Context: an optimization exercise on an open-source flow, tuned for small area. The choices shown serve that exercise and are no tape-out recipe. Only simulation tests tie the RTL to the original design; equivalence was not proved. Power is estimated from default activity; no workload was simulated.

== yarrow ==
## si_countrate
module si_countrate #(
    parameter int WORD_WIDTH = 4,
    parameter int CNT_WIDTH  = 16
) (
    input  logic                     clk,
    input  logic                     rst,
    input  logic                     s_axis_tvalid,
    output logic                     s_axis_tready,
    input  logic [WORD_WIDTH-1:0]    s_axis_tkeep,
    input  logic [5*WORD_WIDTH-1:0]  s_axis_channel,
    input  logic [64*WORD_WIDTH-1:0] s_axis_tagtime,
    input  logic [WORD_WIDTH-1:0]    s_axis_rising_edge,
    input  logic [7:0]               wb_adr_i,
    input  logic [31:0]              wb_dat_i,
    output logic [31:0]              wb_dat_o,
    input  logic                     wb_we_i,
    input  logic                     wb_stb_i,
    input  logic                     wb_cyc_i,
    output logic                     wb_ack_o
);
Size: about 7,300 cells after synthesis, roughly 77,000 µm² of cells after synthesis.
==> flow/config.mk <==
export PLATFORM = sky130hd
export DESIGN_NAME = si_countrate
export DESIGN_NICKNAME = si_countrate
export VERILOG_FILES = /design/flow/design.v
export SDC_FILE = /design/flow/constraint.sdc
export NUM_CORES = 4
export LEC_CHECK = 0
export CAP_MARGIN = 10
export CORE_MARGIN = 2
export CORE_UTILIZATION = 62
export CTS_BUF_LIST = sky130_fd_sc_hd__clkbuf_8
export CTS_CLUSTER_DIAMETER = 50
export CTS_CLUSTER_SIZE = 15
export PLACE_DENSITY = 0.7
export SLEW_MARGIN = 10
==> flow/constraint.sdc <==
create_clock -name core_clock -period 12.0 [get_ports {clk}]
set_input_delay 2.4000 -clock core_clock [delete_from_list [all_inputs] [get_ports {clk}]]
set_output_delay 2.4000 -clock core_clock [all_outputs]
set_load 0.01 [all_outputs]
standard.sh (not shown) runs the stock make flow with config.mk's settings and CLKGATE_MAP_FILE= SYNTH_SCRIPT=/design/flow/synth_recipe.tcl, a recipe that flattens the netlist after the stock synthesis.
==> flow/flow/run.sh <==
#!/bin/bash
set -euo pipefail
export BUFFER_PORTS_ARGS="-buffer_cell sky130_fd_sc_hd__buf_1"
export CTS_ARGS="-sink_clustering_enable -repair_clock_nets -sink_clustering_size 15 -sink_clustering_max_diameter 50 -buf_list sky130_fd_sc_hd__clkbuf_8 -dont_use_dummy_load"
bash standard.sh > standard.log 2>&1
Both conditions hold for yarrow: the flow ran to the end and the final layout passed the timing, design-rule and antenna checks.
Edits applied to the flow inputs when going from yarrow to amber:
# yarrow
export LEC_CHECK = 0
export CAP_MARGIN = 10
export CORE_MARGIN = 2
export CORE_UTILIZATION = 62
export CTS_BUF_LIST = sky130_fd_sc_hd__clkbuf_8
export CTS_CLUSTER_DIAMETER = 50
export CTS_CLUSTER_SIZE = 15
export PLACE_DENSITY = 0.7
export SLEW_MARGIN = 10
create_clock -name core_clock -period 12.0 [get_ports {clk}]
# amber
export LEC_CHECK = 0
export CAP_MARGIN = 10
export CORE_MARGIN = 2
export CORE_UTILIZATION = 50
export CTS_CLUSTER_DIAMETER = 60
export CTS_CLUSTER_SIZE = 20
export GPL_TIMING_DRIVEN = 0
export SLEW_MARGIN = 10
create_clock -name core_clock -period 12.0 [get_ports {clk}]
==> flow/flow/run.sh <==
#!/bin/bash
set -euo pipefail
export BUFFER_PORTS_ARGS="-buffer_cell sky130_fd_sc_hd__buf_1"
bash standard.sh > standard.log 2>&1
## What came out
Status for yarrow and amber: clean finish in yarrow only
Although amber finished all stages, its layout failed final checks on max-capacitance violations, max-slew violations, negative setup slack.
[compare] base=yarrow new=amber: global routing usage on met2 up 0.28 points; via count of the first global-routing pass up 2,351; count of endpoints failing setup in the final report up 1; global routing usage on met1 down 2.8 points.
Setup changes, amber to maple
# amber
export LEC_CHECK = 0
export CAP_MARGIN = 10
export CORE_MARGIN = 2
export CORE_UTILIZATION = 50
export CTS_CLUSTER_DIAMETER = 60
export CTS_CLUSTER_SIZE = 20
export GPL_TIMING_DRIVEN = 0
export SLEW_MARGIN = 10
create_clock -name core_clock -period 12.0 [get_ports {clk}]
# maple
export LEC_CHECK = 0
export CAP_MARGIN = 10
export CORE_MARGIN = 2
export CORE_UTILIZATION = 50
export CTS_BUF_LIST = sky130_fd_sc_hd__clkbuf_8
export CTS_CLUSTER_DIAMETER = 50
export CTS_CLUSTER_SIZE = 15
export SLEW_MARGIN = 10
create_clock -name core_clock -period 12.0 [get_ports {clk}]
-- flow/flow/run.sh --
<<< amber, line 4
>>> maple, line 4
export CTS_ARGS="-sink_clustering_enable -repair_clock_nets -sink_clustering_size 15 -sink_clustering_max_diameter 50 -buf_list sky130_fd_sc_hd__clkbuf_8 -dont_use_dummy_load"
[summary]
maple finished every step from synthesis to the final layout, and the layout passed the timing, design-rule and antenna checks. Re post-CTS repair timing setup buffer count: amber and maple aren't equal, and the higher value belongs to amber. Taking amber as the reference, in maple worst hold-check slack fell 0.022 ns, final cell count lost about 2%, first-pass GRT wire length has decreased, wire length -about 13%, maximum number of pins on one net before global-route repair rose 98%. Comparing leakage component of the power for amber and maple, the smaller number came from maple. Diff amber and maple: global routing met1 resource utilization lower in maple. Looking at cell area, maple sits about 3% below amber. Compared to amber, maple has sequential share of layout area 1.3 points higher.
Input changes introduced in willow (baseline for comparison: maple):
# maple
export LEC_CHECK = 0
export CAP_MARGIN = 10
export CORE_MARGIN = 2
export CORE_UTILIZATION = 50
export CTS_BUF_LIST = sky130_fd_sc_hd__clkbuf_8
export CTS_CLUSTER_DIAMETER = 50
export CTS_CLUSTER_SIZE = 15
export SLEW_MARGIN = 10
create_clock -name core_clock -period 12.0 [get_ports {clk}]
# willow
export LEC_CHECK = 0
export CAP_MARGIN = 10
export CORE_MARGIN = 2
export CORE_UTILIZATION = 50
export CTS_CLUSTER_DIAMETER = 60
export CTS_CLUSTER_SIZE = 20
export SLEW_MARGIN = 10
create_clock -name core_clock -period 12.0 [get_ports {clk}]
==> flow/run.sh (new file) <==
#!/bin/bash
# synth_recipe.tcl (not shown) runs the flow's synth.tcl, then flattens the netlist and writes it again
# the make line also repeats each setting of config.mk as NAME=value (left out here)
make -C /OpenROAD-flow-scripts/flow DESIGN_CONFIG=/design/flow/config.mk WORK_HOME=/design/flow/orfs CLKGATE_MAP_FILE= SYNTH_SCRIPT=/design/flow/synth_recipe.tcl finish
removed: flow/flow/run.sh
removed: flow/standard.sh
[summary]
| total non-filler cell area in the finished layout | willow vs maple | worse |
In willow, share of the final layout cell area in sequential cells is lower than in maple.
| power density relative to cell area | lower: maple |
When willow is measured against maple, its layout overhead on the synthesized area turns out 5.6 points higher.
Higher clock network contribution to total cell area among maple and willow: willow
Across both runs, part of the total power dissipated in the clock network was higher for willow than for maple.
Taking maple as the reference, in willow overall power increased about 16%; arrival time reported for the critical path endpoint decreased 0.05 ns.
Relative to willow, the following input files were edited for violet:
==> flow/flow/run.sh (new file) <==
#!/bin/bash
set -euo pipefail
export BUFFER_PORTS_ARGS="-buffer_cell sky130_fd_sc_hd__buf_1"
bash standard.sh > standard.log 2>&1
==> flow/standard.sh (new file) <==
#!/bin/bash
# synth_recipe.tcl (not shown) runs the flow's synth.tcl, then flattens the netlist and writes it again
# the make line also repeats each setting of config.mk as NAME=value (left out here)
make -C /OpenROAD-flow-scripts/flow DESIGN_CONFIG=/design/flow/config.mk WORK_HOME=/design/flow/orfs CLKGATE_MAP_FILE= SYNTH_SCRIPT=/design/flow/synth_recipe.tcl "${@:-finish}"
removed: flow/run.sh
[summary]
violet has completed all stages; timing, DRC and antenna checks passed.
Taking willow as the reference point, the top achievable clock speed of violet rises by 1.2%.
Between willow and violet, the wire length on met1 does not differ in any meaningful way.
Compared with willow, in violet final worst hold slack decreased by 0.016 ns relative to the old numbers; clock share of power rose by 2.7 points; power consumption saw an increase; combinational power fell 13%.
## Diff of input files: fjord against violet
# violet
export LEC_CHECK = 0
export CAP_MARGIN = 10
export CORE_MARGIN = 2
export CORE_UTILIZATION = 50
export CTS_CLUSTER_DIAMETER = 60
export CTS_CLUSTER_SIZE = 20
export SLEW_MARGIN = 10
create_clock -name core_clock -period 12.0 [get_ports {clk}]
# fjord
export LEC_CHECK = 0
export CAP_MARGIN = 10
export CORE_MARGIN = 2
export CORE_UTILIZATION = 50
export CTS_BUF_LIST = sky130_fd_sc_hd__clkbuf_8
export CTS_CLUSTER_DIAMETER = 50
export CTS_CLUSTER_SIZE = 15
export SLEW_MARGIN = 10
create_clock -name core_clock -period 12.0 [get_ports {clk}]
==> summary.txt <==
Between violet and fjord, the difference in first-pass GRT wire length is negligible.
Relative to violet, share of cells above drive strength 1 increased by 0.43 points in fjord.
fjord does better than violet on setup slack after layout.
Per the comparison of fjord with violet, overall routed net length held; total power draw went down about 8%; number of antenna repair diodes went up 6; number of rows in the core area held.

---

Starting RTL as in the previous note.
Settings: LEC_CHECK=0, CAP_MARGIN=0, CORE_MARGIN=2, CORE_UTILIZATION=50, CTS_CLUSTER_DIAMETER=60, CTS_CLUSTER_SIZE=20, SLEW_MARGIN=0; clock period 12.0 ns.
==> flow/flow/run.sh <==
#!/bin/bash
set -euo pipefail
export BUFFER_PORTS_ARGS="-buffer_cell sky130_fd_sc_hd__buf_1"
bash standard.sh > standard.log 2>&1
Next try:
==> flow/run.sh (new file) <==
#!/bin/bash
# synth_recipe.tcl (not shown) runs the flow's synth.tcl, then flattens the netlist and writes it again
# the make line also repeats each setting of config.mk as NAME=value (left out here)
make -C /OpenROAD-flow-scripts/flow DESIGN_CONFIG=/design/flow/config.mk WORK_HOME=/design/flow/orfs CLKGATE_MAP_FILE= SYNTH_SCRIPT=/design/flow/synth_recipe.tcl finish
Settings changed: CAP_MARGIN 0 to 20, CORE_UTILIZATION 50 to 40, CTS_CLUSTER_DIAMETER 60 to unset, CTS_CLUSTER_SIZE 20 to unset, SLEW_MARGIN 0 to 20.
removed: flow/flow/run.sh
removed: flow/standard.sh
What happened: The new run ran to the end with no violations; design area climbs by about 5%; core utilization drops by 9.1 points; worst setup slack improved by 0.046 ns; power climbs by about 6.5%; via count climbs by 0.32%.

[static timing again, ports no longer ideal]
No port has a modelled driver above. Below, the same layouts with a new extraction and two added sets of constraints. Step 1: set_driving_cell puts a clkbuf_16 on clk and a buf_2 on each other input, an assumption about the parent block. Step 2 times the ports against the registers' clock, not the clock port: input delays grow and output delays shrink by t, the midpoint of the rising clock arrivals with the driver on. Slacks: no drivers / after step 1 / after step 2; pairs: no drivers / after step 1.
run | t, ns | slack for setup (ns) | worst hold slack (ns) | worst setup path after step 2 | clock arrival spread, ns
yarrow | 0.976 | 0.682 / 0.713 / -0.264 | 0.331 / 0.331 / 0.331 | input to register | 0.094 / 0.093
amber | 0.896 | -0.085 / -0.085 / -0.731 | 0.325 / 0.325 / 0.325 | input to register | 0.059 / 0.058
maple | 0.981 | 0.606 / 0.654 / -0.327 | 0.304 / 0.304 / 0.304 | input to register | 0.118 / 0.118
willow | 0.861 | 0.544 / 0.611 / -0.250 | 0.331 / 0.331 / 0.331 | input to register | 0.086 / 0.086
violet | 0.880 | 0.675 / 0.737 / -0.143 | 0.315 / 0.315 / 0.315 | input to register | 0.042 / 0.042
fjord | 1.036 | 0.682 / 0.739 / -0.297 | 0.322 / 0.322 / 0.322 | input to register | 0.053 / 0.054
the first run of note 2 | 0.879 | 0.671 / 0.733 / -0.146 | 0.315 / 0.315 / 0.315 | input to register | 0.042 / 0.042
the second run of note 2 | 0.925 | 0.717 / 0.790 / -0.135 | 0.324 / 0.324 / 0.324 | input to register | 0.060 / 0.060
With both steps, setup timing fails in 7 of these runs, where it was met with ideal ports. The setup slack of fjord, which loses most, moves by +0.057 ns with the drivers and by -0.979 ns with both steps.
